Background: an optimization exercise with open tools, aiming at small area and a short achievable clock period. Do not read the settings as production practice.
In this exercise RTL edits were held to simulation tests only and were not proved equivalent to the original.
Power figures rest on the tool's default switching activity, not on a simulated workload.

==> flow/design.v (excerpt) <==
module matvec_alu_top (
    input  logic        clk,
    input  logic        rst,
    input  logic        in_valid,
    input  logic [31:0] mat_word,
    input  logic [31:0] vec_word,
    input  logic [2:0]  pattern,
    output logic        out_valid,
    output logic [25:0] res_0,
    output logic [25:0] res_1,
    output logic [25:0] res_2,
    output logic [25:0] res_3
);
Size: ~1,600 cells after synthesis, roughly 180 I/O pins, roughly 16,000 um2 of cells after synthesis.
==> flow/config.mk <==
export PLATFORM = sky130hd
export DESIGN_NAME = matvec_alu_top
export DESIGN_NICKNAME = matvec_alu_top
export VERILOG_FILES = /design/flow/design.v
export SDC_FILE = /design/flow/constraint.sdc
export NUM_CORES = 4
export LEC_CHECK = 0
export CAP_MARGIN = 20
export CORE_MARGIN = 2
export CORE_UTILIZATION = 40
export CTS_CLUSTER_DIAMETER = 200
export CTS_CLUSTER_SIZE = 20
export SETUP_SLACK_MARGIN = 1.9
export SLEW_MARGIN = 20
export SYNTH_HIERARCHICAL = 1
==> flow/constraint.sdc <==
create_clock -name core_clock -period 5.2 [get_ports {clk}]
set_input_delay 1.0400 -clock core_clock [delete_from_list [all_inputs] [get_ports {clk}]]
set_output_delay 1.0400 -clock core_clock [all_outputs]
set_load 0.01 [all_outputs]
standard.sh (not shown) runs the stock make flow with config.mk's settings and CLKGATE_MAP_FILE= SYNTH_SCRIPT=/design/flow/synth_recipe.tcl, a recipe that flattens the netlist after the stock synthesis.
==> flow/flow/run.sh <==
#!/bin/bash
# standard layout, with plain buf_1 cells as the port buffers
set -euo pipefail
export BUFFER_PORTS_ARGS="-buffer_cell sky130_fd_sc_hd__buf_1"
bash standard.sh > standard.log 2>&1
Edit:
--- a/flow/config.mk
+++ b/flow/config.mk
@@ -8,7 +8,5 @@
 export CAP_MARGIN = 20
 export CORE_MARGIN = 2
-export CORE_UTILIZATION = 40
-export CTS_CLUSTER_DIAMETER = 200
-export CTS_CLUSTER_SIZE = 20
+export CORE_UTILIZATION = 60
 export SETUP_SLACK_MARGIN = 1.9
 export SLEW_MARGIN = 20
Outcome:
- critical path depth stays the same
- die area shrinks by about 33%
- via count came out higher by about 0.4%
- power goes up by about 5.5%
- first-iteration DRC count came out lower by 9.0%
- non-clock buffer count came out higher by 1
- core utilization climbs by 22 points
- cell count goes down by 6.8%
- synthesized area does not change
- wire length goes down by about 7%
Edit:
--- a/flow/config.mk
+++ b/flow/config.mk
@@ -8,5 +8,8 @@
 export CAP_MARGIN = 20
 export CORE_MARGIN = 2
-export CORE_UTILIZATION = 60
+export CORE_UTILIZATION = 40
+export CTS_CLUSTER_DIAMETER = 120
+export CTS_CLUSTER_SIZE = 24
+export GPL_ROUTABILITY_DRIVEN = 0
 export SETUP_SLACK_MARGIN = 1.9
 export SLEW_MARGIN = 20
Hold slack is better by 0.028 ns.
Combinational power hardly moves.
Fmax hardly moves.
Final area came out lower slightly.
Total power came out lower by a few percent.
Worst setup slack is worse by 0.0075 ns.
Die area came out higher by well over a third.
Via count stays flat.
Edit:
--- a/flow/config.mk
+++ b/flow/config.mk
@@ -6,4 +6,5 @@
 export NUM_CORES = 4
 export LEC_CHECK = 0
+export ABC_AREA = 1
 export CAP_MARGIN = 20
 export CORE_MARGIN = 2
@@ -11,5 +12,4 @@
 export CTS_CLUSTER_DIAMETER = 120
 export CTS_CLUSTER_SIZE = 24
-export GPL_ROUTABILITY_DRIVEN = 0
 export SETUP_SLACK_MARGIN = 1.9
 export SLEW_MARGIN = 20
Outcome:
- area after synthesis increases by about 13%
- global-route usage is higher by 2.3 points
- count of clock-buffer cells in the layout went down by 1
- total power shrinks by 7.2%
- register-to-register slack improved by 0.16 ns
Edit:
--- a/flow/config.mk
+++ b/flow/config.mk
@@ -6,10 +6,9 @@
 export NUM_CORES = 4
 export LEC_CHECK = 0
-export ABC_AREA = 1
 export CAP_MARGIN = 20
 export CORE_MARGIN = 2
 export CORE_UTILIZATION = 40
-export CTS_CLUSTER_DIAMETER = 120
-export CTS_CLUSTER_SIZE = 24
+export CTS_CLUSTER_DIAMETER = 160
+export CTS_CLUSTER_SIZE = 22
 export SETUP_SLACK_MARGIN = 1.9
 export SLEW_MARGIN = 20
Outcome:
- The changed run produced a clean layout
- clock-buffer cell count went up by 1
- routed wire length went down by 20%
- cell count went down by 34%
- sequential cell count is unchanged
- power went up by 7.6%
- first-iteration DRC count went down by 25%
Edit:
--- a/flow/config.mk
+++ b/flow/config.mk
@@ -9,6 +9,5 @@
 export CORE_MARGIN = 2
 export CORE_UTILIZATION = 40
-export CTS_CLUSTER_DIAMETER = 160
-export CTS_CLUSTER_SIZE = 22
+export CTS_CLUSTER_SIZE = 30
 export SETUP_SLACK_MARGIN = 1.9
 export SLEW_MARGIN = 20
- The changed run ran to the end with no violations
- count of clock-buffer cells in the layout goes up by 21
- cell area goes up by a few percent
- global-route usage hardly moves
- setup slack degrades by 0.0069 ns
- clock power goes up by well over a third
- area after synthesis does not change
- cell count goes up slightly
- die area is unchanged
- synthesized cell count does not change
- non-clock buffer count stays the same
- wire length goes up slightly

* * *

matvec_alu_top, a different RTL version from the one above (not shown whole).
Size: roughly 1600 cells after synthesis, roughly 0.016 mm^2 of cells after synthesis.
export LEC_CHECK = 0
export CAP_MARGIN = 20
export CORE_MARGIN = 2
export CORE_UTILIZATION = 40
export SETUP_SLACK_MARGIN = 1.9
export SLEW_MARGIN = 20
export SYNTH_HIERARCHICAL = 1
create_clock -name core_clock -period 5.2 [get_ports {clk}]
Scripts as last shown in full above: flow/flow/run.sh
Change:
CTS_CLUSTER_DIAMETER = 120   (was default)
CTS_CLUSTER_SIZE = 24   (was default)
Effect:
- sequential share of layout area is higher by 0.64 points
- core utilization decreases by 0.74 points
- final cell count went down by 0.77%
- critical path depth came out higher by 9
- synthesized area does not change
- sequential power is about the same
- clock power goes down by 34%
- worst setup slack gains 0.054 ns
- die area stays the same
- clock-buffer cell count shrinks by 21
- maximum frequency came out higher by about 1.7%
Change:
CTS_CLUSTER_DIAMETER = default   (was 120)
CTS_CLUSTER_SIZE = default   (was 24)
SETUP_SLACK_MARGIN = 2.1   (was 1.9)
Effect:
- synthesized area does not change
- non-clock buffer count went up by 30
- clock skew falls by 0.0078 ns
- worst hold slack got worse by 0.057 ns
- routed wire length rose by about 2.1%

## re-timing with driven ports
The flow's constraints put no driver on any port. The routed layouts listed below were extracted and timed again, unchanged, in two steps.
Step 1: set_driving_cell puts a clkbuf_16 on clk and a buf_2 on each other input, an assumption about the parent block.
Step 2 adds t to the input delays and takes it off the output delays; t is the mean of the earliest and latest rising clock arrival at the registers after step 1. Input paths then give back, and output paths get back, about the clock's delay inside the block.
a / b / c = ideal / step 1 / step 2; a / b = the first two.
run | t, ns | setup WS [ns] | latest minus earliest clock arrival (ns) | cell pins on the clock port's net
the first run of note 1 | 0.541 | 1.994 / 1.994 / 1.994 | 0.016 / 0.016 | 1
the second run of note 1 | 0.585 | 1.989 / 1.989 / 1.989 | 0.017 / 0.017 | 1
the third run of note 1 | 0.538 | 1.981 / 1.980 / 1.981 | 0.035 / 0.035 | 1
the fourth run of note 1 | 0.566 | 2.138 / 2.138 / 2.138 | 0.042 / 0.042 | 1
the fifth run of note 1 | 0.552 | 1.988 / 1.975 / 1.988 | 0.026 / 0.025 | 1
the sixth run of note 1 | 0.593 | 1.981 / 1.955 / 1.981 | 0.017 / 0.017 | 1
the first run of note 2 | 0.617 | 1.941 / 1.888 / 2.013 | 0.021 / 0.021 | 1
the second run of note 2 | 0.564 | 1.996 / 1.946 / 1.996 | 0.028 / 0.028 | 1
the third run of note 2 | 0.607 | 2.058 / 2.058 / 2.058 | 0.019 / 0.018 | 1
After both steps every run listed still meets setup and hold.
